This design comes from an exercise in tuning for small area, a short achievable clock period and few clock cycles per item on the open sky130 flow, not from production work. Function was checked by simulation only, so behaviour that the tests miss may differ from the original. Power and IR drop assume default switching activity.

$ cat config.mk
export PLATFORM = sky130hd
export DESIGN_NAME = matrix_dac_top
export DESIGN_NICKNAME = matrix_dac_top
export VERILOG_FILES = /design/flow/design.v
export SDC_FILE = /design/flow/constraint.sdc
export NUM_CORES = 4
export LEC_CHECK = 0
export CAP_MARGIN = 20
export CORE_MARGIN = 2
export CORE_UTILIZATION = 30
export PLACE_DENSITY = 0.5
export SLEW_MARGIN = 20
export SYNTH_MEMORY_MAX_BITS = 8192
$ cat constraint.sdc
create_clock -name core_clock -period 10.0 [get_ports {clk_250MHz}]
set_input_delay 2.0000 -clock core_clock [delete_from_list [all_inputs] [get_ports {clk_250MHz}]]
set_output_delay 2.0000 -clock core_clock [all_outputs]
set_load 0.01 [all_outputs]
$ cat design.v
`default_nettype none
package dac_cfg_pkg;
    localparam int SAMPLE_W = 10;
    localparam int COE_W    = 10;
    localparam int MAX_COLS = 64;
    localparam int MAX_ROWS = 8;
    localparam int COL_W    = 6;
    localparam int ROW_W    = 3;
    localparam int ACC_W    = 26;
    localparam int DIV_W    = 5;
    localparam int DAC_W    = 10;
    localparam int DAC_MAX  = 1023;
    typedef struct packed {
        logic [ROW_W-1:0] row;
        logic [DAC_W-1:0] sample;
    } dac_result_t;
    typedef enum logic [1:0] {
        idle,
        accumulate,
        drain,
        divide_wait
    } engine_state_t;
endpackage
`default_nettype wire
`default_nettype none
package dac_bus_pkg;
    typedef struct packed {
        logic        psel;
        logic        penable;
        logic        pwrite;
        logic [15:0] paddr;
        logic [31:0] pwdata;
    } apb_req_t;
    localparam logic [1:0] REGION_CFG = 2'd0;
    localparam logic [1:0] REGION_VEC = 2'd1;
    localparam logic [1:0] REGION_COE = 2'd2;
    localparam logic [1:0] CFG_ROWS = 2'd0;
    localparam logic [1:0] CFG_COLS = 2'd1;
    localparam logic [1:0] CFG_DIV  = 2'd2;
    typedef struct packed {
        logic [1:0]  region;
        logic [11:0] rsvd;
        logic [1:0]  index;
    } cfg_addr_t;
    typedef struct packed {
        logic [1:0] region;
        logic [7:0] rsvd;
        logic [5:0] col;
    } vec_addr_t;
    typedef struct packed {
        logic [1:0] region;
        logic [4:0] rsvd;
        logic [2:0] row;
        logic [5:0] col;
    } coe_addr_t;
    typedef union packed {
        cfg_addr_t cfg;
        vec_addr_t vec;
        coe_addr_t coe;
    } apb_addr_u;
endpackage
`default_nettype wire
`default_nettype none
module sample_ram #(
    parameter int DEPTH = 64,
    parameter int WIDTH = 10
) (
    input  logic                     clk_250MHz,
    input  logic                     wen,
    input  logic [$clog2(DEPTH)-1:0] waddr,
    input  logic [WIDTH-1:0]         wdat,
    input  logic [$clog2(DEPTH)-1:0] raddr,
    output logic [WIDTH-1:0]         rdat
);
    logic [WIDTH-1:0] mem [DEPTH];
    always_ff @(posedge clk_250MHz) begin
        if (wen) begin
            mem[waddr] <= wdat;
        end
        rdat <= mem[raddr];
    end
endmodule
`default_nettype wire
`default_nettype none
import dac_cfg_pkg::*;
module mac_unit
(
    input  logic                clk_250MHz,
    input  logic                rst,
    input  logic                mac_clear,
    input  logic                mac_acc,
    input  logic [SAMPLE_W-1:0] sample,
    input  logic [COE_W-1:0]    coe,
    output logic [ACC_W-1:0]    sum,
    output logic                sum_valid
);
    logic [SAMPLE_W+COE_W-1:0] product;
    logic                      acc_q;
    assign product = {{COE_W{1'b0}}, sample} * {{SAMPLE_W{1'b0}}, coe};
    always_ff @(posedge clk_250MHz) begin
        if (rst) begin
            acc_q <= 1'b0;
        end else begin
            acc_q <= mac_acc;
        end
    end
    always_ff @(posedge clk_250MHz) begin
        if (mac_acc) begin
            sum <= mac_clear ? ACC_W'(product) : sum + ACC_W'(product);
        end
    end
    assign sum_valid = acc_q && (mac_clear || !mac_acc);
endmodule
`default_nettype wire
`default_nettype none
import dac_cfg_pkg::*;
module dac_divider
(
    input  logic             clk_250MHz,
    input  logic             rst,
    input  logic             div_start,
    input  logic [ACC_W-1:0] dividend,
    input  logic [ROW_W-1:0] div_row,
    input  logic [DIV_W-1:0] divisor,
    output logic             busy,
    output logic             dac_en,
    output dac_cfg_pkg::dac_result_t      dac_out
);
    logic [ACC_W-1:0]         quo;
    logic [DIV_W-1:0]         rem;
    logic [DIV_W-1:0]         dvs;
    logic [ROW_W-1:0]         row;
    logic [$clog2(ACC_W)-1:0] step;
    logic [DIV_W:0]           rem_sh;
    logic [DIV_W+1:0]         trial;
    logic                     borrow;
    logic [ACC_W-1:0]         quo_nxt;
    logic                     last_step;
    assign rem_sh    = {rem, quo[ACC_W-1]};
    assign trial     = {1'b0, rem_sh} - {2'b00, dvs};
    assign borrow    = trial[DIV_W+1];
    assign quo_nxt   = {quo[ACC_W-2:0], !borrow};
    assign last_step = busy && (int'(step) == ACC_W - 1);
    always_ff @(posedge clk_250MHz) begin
        if (rst) begin
            busy   <= 1'b0;
            dac_en <= 1'b0;
            step   <= '0;
        end else begin
            dac_en <= last_step;
            if (div_start) begin
                busy <= 1'b1;
                step <= '0;
            end else if (busy) begin
                step <= step + 1'b1;
                if (last_step) begin
                    busy <= 1'b0;
                end
            end
        end
    end
    always_ff @(posedge clk_250MHz) begin
        if (div_start) begin
            quo <= dividend;
            rem <= '0;
            dvs <= divisor;
            row <= div_row;
        end else if (busy) begin
            quo <= quo_nxt;
            rem <= borrow ? rem_sh[DIV_W-1:0] : trial[DIV_W-1:0];
        end
        if (last_step) begin
            dac_out.row    <= row;
            dac_out.sample <= (quo_nxt > ACC_W'(DAC_MAX)) ? DAC_W'(DAC_MAX)
                                                          : quo_nxt[DAC_W-1:0];
        end
    end
endmodule
`default_nettype wire
`default_nettype none
import dac_cfg_pkg::*;
module mvm_ctrl
(
    input  logic                   clk_250MHz,
    input  logic                   rst,
    input  logic                   trg,
    input  logic [ROW_W:0]         num_rows,
    input  logic [COL_W:0]         num_cols,
    input  logic                   div_busy,
    output logic [COL_W-1:0]       vec_raddr,
    output logic [ROW_W+COL_W-1:0] coe_raddr,
    output logic                   mac_clear,
    output logic                   mac_acc,
    input  logic                   sum_valid,
    output logic                   div_start,
    output logic [ROW_W-1:0]       div_row,
    output dac_cfg_pkg::engine_state_t          state
);
    logic [ROW_W-1:0] row;
    logic [COL_W-1:0] col;
    logic [ROW_W-1:0] row_rd;
    logic [ROW_W-1:0] row_sum;
    logic             all_sent;
    logic             issue;
    logic             col_last;
    logic             sum_last;
    logic             handoff;
    assign issue     = (state == accumulate);
    assign vec_raddr = col;
    assign coe_raddr = {row, col};
    assign col_last = ({1'b0, col} == num_cols - 1'b1) || (&col);
    assign sum_last = ({1'b0, row_sum} == num_rows - 1'b1) || (&row_sum);
    always_comb begin
        handoff = 1'b0;
        if (state == drain && !all_sent) begin
            handoff = sum_valid && !div_busy;
        end else if (state == divide_wait) begin
            handoff = !div_busy;
        end
    end
    assign div_start = handoff;
    assign div_row   = row_sum;
    always_ff @(posedge clk_250MHz) begin
        if (rst) begin
            state     <= idle;
            row       <= '0;
            col       <= '0;
            all_sent  <= 1'b0;
            mac_acc   <= 1'b0;
            mac_clear <= 1'b0;
        end else begin
            mac_acc   <= issue;
            mac_clear <= issue && (col == '0);
            case (state)
                idle: begin
                    if (trg) begin
                        state    <= accumulate;
                        row      <= '0;
                        col      <= '0;
                        all_sent <= 1'b0;
                    end
                end
                accumulate: begin
                    if (col_last) begin
                        col   <= '0;
                        row   <= row + 1'b1;
                        state <= drain;
                    end else begin
                        col <= col + 1'b1;
                    end
                end
                drain: begin
                    if (all_sent && !div_busy) begin
                        state <= idle;
                    end else if (!all_sent && sum_valid && div_busy) begin
                        state <= divide_wait;
                    end
                end
                default: ;
            endcase
            if (handoff) begin
                if (sum_last) begin
                    state    <= drain;
                    all_sent <= 1'b1;
                end else begin
                    state <= accumulate;
                end
            end
        end
    end
    always_ff @(posedge clk_250MHz) begin
        if (issue) begin
            row_rd <= row;
        end
        if (mac_acc) begin
            row_sum <= row_rd;
        end
    end
endmodule
`default_nettype wire
`default_nettype none
import dac_cfg_pkg::*;
import dac_bus_pkg::*;
module apb_loader
(
    input  logic                   clk_250MHz,
    input  logic                   rst,
    input  dac_bus_pkg::apb_req_t               apb,
    input  logic                   engine_idle,
    output logic [31:0]            prdata,
    output logic                   pready,
    output logic                   pslverr,
    output logic                   vec_wen,
    output logic [COL_W-1:0]       vec_waddr,
    output logic [SAMPLE_W-1:0]    vec_wdat,
    output logic                   coe_wen,
    output logic [ROW_W+COL_W-1:0] coe_waddr,
    output logic [COE_W-1:0]       coe_wdat,
    output logic [ROW_W:0]         num_rows,
    output logic [COL_W:0]         num_cols,
    output logic [DIV_W-1:0]       divisor
);
    dac_bus_pkg::apb_addr_u  addr;
    logic [1:0] region;
    logic       bad_addr;
    logic       wr;
    assign addr     = apb.paddr;
    assign region   = addr.cfg.region;
    assign bad_addr = (region == 2'd3) || (region == REGION_CFG && addr.cfg.index == 2'd3);
    assign pready  = apb.psel && apb.penable && engine_idle;
    assign pslverr = pready && bad_addr;
    assign wr      = pready && apb.pwrite && !bad_addr;
    assign vec_wen   = wr && (region == REGION_VEC);
    assign vec_waddr = addr.vec.col;
    assign vec_wdat  = apb.pwdata[SAMPLE_W-1:0];
    assign coe_wen   = wr && (region == REGION_COE);
    assign coe_waddr = {addr.coe.row, addr.coe.col};
    assign coe_wdat  = apb.pwdata[COE_W-1:0];
    always_comb begin
        prdata = '0;
        if (region == REGION_CFG) begin
            case (addr.cfg.index)
                CFG_ROWS: prdata = 32'(num_rows);
                CFG_COLS: prdata = 32'(num_cols);
                CFG_DIV:  prdata = 32'(divisor);
                default:  prdata = '0;
            endcase
        end
    end
    always_ff @(posedge clk_250MHz) begin
        if (rst) begin
            num_rows <= {{ROW_W{1'b0}}, 1'b1};
            num_cols <= {{COL_W{1'b0}}, 1'b1};
            divisor  <= {{(DIV_W-1){1'b0}}, 1'b1};
        end else if (wr && region == REGION_CFG) begin
            case (addr.cfg.index)
                CFG_ROWS: num_rows <= apb.pwdata[ROW_W:0];
                CFG_COLS: num_cols <= apb.pwdata[COL_W:0];
                CFG_DIV:  divisor  <= apb.pwdata[DIV_W-1:0];
                default:  ;
            endcase
        end
    end
endmodule
`default_nettype wire
`default_nettype none
import dac_cfg_pkg::*;
import dac_bus_pkg::*;
module matrix_dac_top
(
    input  logic          clk_250MHz,
    input  logic          rst,
    input  logic          trg,
    input  logic          psel,
    input  logic          penable,
    input  logic          pwrite,
    input  logic [15:0]   paddr,
    input  logic [31:0]   pwdata,
    output logic [31:0]   prdata,
    output logic          pready,
    output logic          pslverr,
    output logic [1:0]    state,
    output logic          dac_en,
    output logic [2:0]    dac_row,
    output logic [9:0]    dac_sample
);
    dac_bus_pkg::apb_req_t      apb;
    dac_cfg_pkg::engine_state_t state_e;
    dac_cfg_pkg::dac_result_t   dac_out;
    assign apb.psel    = psel;
    assign apb.penable = penable;
    assign apb.pwrite  = pwrite;
    assign apb.paddr   = paddr;
    assign apb.pwdata  = pwdata;
    assign state       = state_e;
    assign dac_row     = dac_out.row;
    assign dac_sample  = dac_out.sample;
    logic                    engine_idle;
    logic                    vec_wen;
    logic [COL_W-1:0]        vec_waddr;
    logic [SAMPLE_W-1:0]     vec_wdat;
    logic                    coe_wen;
    logic [ROW_W+COL_W-1:0]  coe_waddr;
    logic [COE_W-1:0]        coe_wdat;
    logic [ROW_W:0]          num_rows;
    logic [COL_W:0]          num_cols;
    logic [DIV_W-1:0]        divisor;
    logic [COL_W-1:0]        vec_raddr;
    logic [ROW_W+COL_W-1:0]  coe_raddr;
    logic [SAMPLE_W-1:0]     vec_rdat;
    logic [COE_W-1:0]        coe_rdat;
    logic                    mac_clear;
    logic                    mac_acc;
    logic [ACC_W-1:0]        sum;
    logic                    sum_valid;
    logic                    div_start;
    logic [ROW_W-1:0]        div_row;
    logic                    div_busy;
    assign engine_idle = (state_e == idle);
    apb_loader loader_i (
        .clk_250MHz  (clk_250MHz),
        .rst         (rst),
        .apb         (apb),
        .engine_idle (engine_idle),
        .prdata      (prdata),
        .pready      (pready),
        .pslverr     (pslverr),
        .vec_wen     (vec_wen),
        .vec_waddr   (vec_waddr),
        .vec_wdat    (vec_wdat),
        .coe_wen     (coe_wen),
        .coe_waddr   (coe_waddr),
        .coe_wdat    (coe_wdat),
        .num_rows    (num_rows),
        .num_cols    (num_cols),
        .divisor     (divisor)
    );
    sample_ram #(.DEPTH(MAX_COLS), .WIDTH(SAMPLE_W)) vec_ram_i (
        .clk_250MHz (clk_250MHz),
        .wen        (vec_wen),
        .waddr      (vec_waddr),
        .wdat       (vec_wdat),
        .raddr      (vec_raddr),
        .rdat       (vec_rdat)
    );
    sample_ram #(.DEPTH(MAX_ROWS * MAX_COLS), .WIDTH(COE_W)) coe_ram_i (
        .clk_250MHz (clk_250MHz),
        .wen        (coe_wen),
        .waddr      (coe_waddr),
        .wdat       (coe_wdat),
        .raddr      (coe_raddr),
        .rdat       (coe_rdat)
    );
    mvm_ctrl ctrl_i (
        .clk_250MHz (clk_250MHz),
        .rst        (rst),
        .trg        (trg),
        .num_rows   (num_rows),
        .num_cols   (num_cols),
        .div_busy   (div_busy),
        .vec_raddr  (vec_raddr),
        .coe_raddr  (coe_raddr),
        .mac_clear  (mac_clear),
        .mac_acc    (mac_acc),
        .sum_valid  (sum_valid),
        .div_start  (div_start),
        .div_row    (div_row),
        .state      (state_e)
    );
    mac_unit mac_i (
        .clk_250MHz (clk_250MHz),
        .rst        (rst),
        .mac_clear  (mac_clear),
        .mac_acc    (mac_acc),
        .sample     (vec_rdat),
        .coe        (coe_rdat),
        .sum        (sum),
        .sum_valid  (sum_valid)
    );
    dac_divider div_i (
        .clk_250MHz (clk_250MHz),
        .rst        (rst),
        .div_start  (div_start),
        .dividend   (sum),
        .div_row    (div_row),
        .divisor    (divisor),
        .busy       (div_busy),
        .dac_en     (dac_en),
        .dac_out    (dac_out)
    );
endmodule
`default_nettype wire
$ cat run.sh
#!/bin/bash
# synth_recipe.tcl (not shown) runs the flow's synth.tcl, then flattens the netlist and writes it again
# the make line also repeats each setting of config.mk as NAME=value (left out here)
make -C /OpenROAD-flow-scripts/flow DESIGN_CONFIG=/design/flow/config.mk WORK_HOME=/design/flow/orfs CLKGATE_MAP_FILE= SYNTH_SCRIPT=/design/flow/synth_recipe.tcl finish
==> run notes <==
==> cells in the final DEF (no fill, tap or decap), types with 112 or more instances in the layout <==
master,netlist,layout
o21ai_0,116,112
nor2_1,743,604
clkbuf_16,0,633
nand2_1,447,412
clkbuf_1,263,142
a22oi_1,130,130
o22ai_1,139,139
buf_4,117,434
edfxtp_1,5839,5839
mux4_2,1401,1401
mux2i_1,407,407
nor2_2,0,133
clkinv_1,4,152
a21oi_1,163,163
==> worst paths after layout <==
kind                                        start           endpoint  slack [ns]  cells after the start
worst min-delay path             ctrl_i.row_rd[1]  ctrl_i.row_sum[1]        0.42                      0
worst max register to register  vec_ram_i.rdat[7]      mac_i.sum[21]        2.73                     24
worst min register to register   ctrl_i.row_rd[1]  ctrl_i.row_sum[1]        0.42                      0
worst max-delay path            vec_ram_i.rdat[7]      mac_i.sum[21]        2.73                     24
==> through the flow <==
stage / hold slack (ns) / util
2_1_floorplan: 0.400 / -
3_3_place_gp: 0.407 / 0.319
3_5_place_dp: 0.405 / 0.320
4_1_cts: 0.419 / 0.345
5_1_grt: 0.437 / 0.346
6_report: 0.419 / 0.346
==> area by class of cell <==
cell class                 count  area (um^2)
antenna                       40          100
clock buffer                 777        16400
clock inverter               346         3090
fill                       72400       506000
inverter                     116          459
multi-input combinational   4578        52800
sequential                  5902       177000
tap                        10200        12800
timing repair buffer         550         5050
==> routing by layer <==
layer  wire length, um  vias to the layer above  part of all wire  global-route usage
met3             70600                     1149             0.093              0.0398
li1                  -                    47600                 -                   -
met5               232                        -           0.00031                   0
met4             27600                       22             0.036              0.0649
met2            344000                     6034              0.45               0.287
met1            317000                    65600              0.42               0.267
==> state kept, by name, summed over array words and instances, names as in the netlist, 2 cells and up <==
register           cells
mac_i.sum             26
div_i.rem              5
vec_ram_i.mem        640
loader_i.divisor       5
coe_ram_i.rdat        10
div_i.dvs              5
ctrl_i.row_rd          3
ctrl_i.col             6
coe_ram_i.mem       5120
loader_i.num_cols      7
div_i.row              3
ctrl_i.row             3
vec_ram_i.rdat        10
div_i.dac_out         13
loader_i.num_rows      4
div_i.quo             26
div_i.step             5
ctrl_i.state           2
ctrl_i.row_sum         3
==> cell families (layout without fill, tap and decap cells) <==
group / Yosys count / in the layout / synth area share
flip-flops: 5902 / 5902 / 0.759
multiplexers: 1837 / 1837 / 0.154
AND/OR/NAND/NOR: 1559 / 1559 / 0.0287
AO/OA/AOI/OAI: 948 / 948 / 0.0280
buffers and inverters: 772 / 1789 / 0.0177
adder cells (fa/ha/maj): 156 / 156 / 0.0104
XOR/XNOR: 53 / 53 / 0.00199
other: 1 / 65 / 0.0000161
==> power groups by stage <==
stage	clock network (uW)	logic [uW]	registers, uW
2_1_floorplan	0	8510	28400
3_3_place_gp	0	11900	28500
4_1_cts	22900	11800	28000
6_report	22500	11800	28000
3_5_place_dp	0	11700	28500
5_1_grt	23800	13400	28000
==> results.sh <==
export IMPL_outcome="no timing/DRC/antenna violations"
export IMPL_worstSetupEndpointType="register"
export IMPL_final_cells=22500
export IMPL_netlist_top_cells_area="edfxtp_1 (75%), mux4_2 (14%), mux2i_1 (1.8%)"
export IMPL_portBuffers=51
export IMPL_ys_types=82
export IMPL_grt_pass1_vias=118000
export IMPL_cp_arrival_ns=8.15
export IMPL_grt_setup_unrepaired="false"
export IMPL_hold_class="reg -> reg"
export IMPL_hpwlAfterDp_um=475000
export IMPL_worstSetupPathType="reg -> reg"
export IMPL_p_total_uw=62300
export IMPL_power_switching_uw=17200
export IMPL_core_region_area_mm2=0.774
export IMPL_drv_slew=0
export IMPL_grt_max_degree=196
export IMPL_dr_pass1_iters=7
export IMPL_start_kind="register"
export IMPL_syn_to_final_growth_pct=14.9
export IMPL_pre_cts_slack_ns=2.68
export IMPL_yosysTopAreaCell="edfxtp_1"
export IMPL_final_layout_size_suffix_gt1_frac=0.245
export IMPL_worst_path_max_fanout=10
export IMPL_crit_family="adder cells"
export IMPL_synth_warnings=6
export IMPL_clkSinkCount=5902
export IMPL_period_minus_slack_ns=7.27
export IMPL_async_reset_ff_frac=0
export IMPL_gp_congestion=0.852
export IMPL_synth_edf_count=5839
export IMPL_maxCapViolations=0
export IMPL_vias=120000
export IMPL_crit_path_max_incr_delay_ns=0.58
export IMPL_ys_seq_area_frac=0.759
export IMPL_placed_cell_area_mm2=0.247
export IMPL_die_x_um=885
export IMPL_num_rows=323
export IMPL_dp_cells=21400
export IMPL_slew_headroom=0.143
export IMPL_p_per_area_mw_per_mm2=233
export IMPL_grt_pass1_wl_um=1030000
export IMPL_tns_ns=0
export IMPL_cell_internal_pwr_uw=45100
export IMPL_start_util=0.301
export IMPL_clockRootBuffer="clkbuf_16"
export IMPL_yosysMostFrequentCell="edfxtp_1"
export IMPL_clkLatencyLatePin_ns=1.14
export IMPL_peakVddDrop_mv=0.999
export IMPL_totalWireLength_um=759000
export IMPL_antenna_left=0
export IMPL_cts_reportedPaths_clkPinSlew_ns=0.06
export IMPL_grt_overflow_total=0
export IMPL_hold_viol=0
export IMPL_cts_buffer_depth=4
export IMPL_stdcell_area_mm2=0.267
export IMPL_cpMaxStageDelayCell="dfxtp_1"
export IMPL_chipHeight_um=885
export IMPL_pwr_share_comb=0.190
export IMPL_viasPerCell=5.34
export IMPL_fin_crit_sh=0.727
export IMPL_drcViolationCount=0
export IMPL_htree_levels=6
export IMPL_cts_setup_buffers=0
export IMPL_nets=12000
export IMPL_p_sw_frac=0.275
export IMPL_synth_seq_cells=5902
export IMPL_antenna_found_initial=101
export IMPL_skew_ns=0.0491
export IMPL_synth_flop_cell="edfxtp_1"
export IMPL_cts_tree="done"
export IMPL_synth_avg_cell_area_um2=20.7
export IMPL_wl_per_cell_um=33.7
export IMPL_grtUsageTotal=0.188
export IMPL_final_setup_worst_slack_ns=2.73
export IMPL_fmax_mhz=138
export IMPL_synth_commonest_cells="edfxtp_1 (5839), mux4_2 (1401), nor2_1 (743)"
export IMPL_leakagePower_uw=0.0804
export IMPL_die_area_mm2=0.783
export IMPL_synth_cells=11200
export IMPL_ctsResizeCount=0
export IMPL_crit_required_ns=10.88
export IMPL_synthDominantCellAreaShare=0.753
export IMPL_drt_iter0_drc=17500
export IMPL_tightest_slew_ns=1.29
export IMPL_postCtsHoldBufs=0
export IMPL_clockPowerShare=0.362
export IMPL_critical_path_cell_chain="nand2_1 -> fa_1 -> inv_1 -> fa_1 -> inv_1 -> fa_1 -> inv_1 -> fa_1 -> inv_1 -> fa_1 -> inv_1 -> ha_1 -> a2111oi_0 -> nand3_1 -> o211ai_1 -> o21ai_0 -> xor2_1 -> ha_1 -> nand4_1 -> a2111oi_0 -> nor2_1 -> o21a_1 -> o21ai_0 -> mux2_2"
export IMPL_pin_count=104
export IMPL_path_buf_inv=5
export IMPL_syn_area_mm2=0.233
export IMPL_pwr_share_seq=0.449
export IMPL_setup_violations=0
export IMPL_cts_buffers=623
Testbench counts, summed over its fixed seeds: cycles 44,000, runs 96.

-- static timing again, ports no longer ideal --
The flow's constraints put no driver on any port. The routed layout listed below was extracted and timed again, unchanged, in two steps. Step 1, drivers: a clkbuf_16 drives clk_250MHz and a buf_2 each remaining input, both assumed. Step 2 also shifts input and output timing later by t, the mid clock arrival at the registers, as if the neighbouring blocks saw the same clock. Slacks: ideal ports / drivers / drivers and shift; pairs: ideal ports / drivers.
t, ns: 1.248
setup WS [ns]: 2.728 / 2.728 / 2.728
hold slack, ns: 0.419 / 0.419 / 0.419
clock arrival spread, ns: 0.091 / 0.090
worst slew at a driven data input, ns: 0.11
After both steps this run still meets setup and hold. For this run, drivers alone change the setup slack by 0.000 ns; drivers and shift together by 0.000 ns.
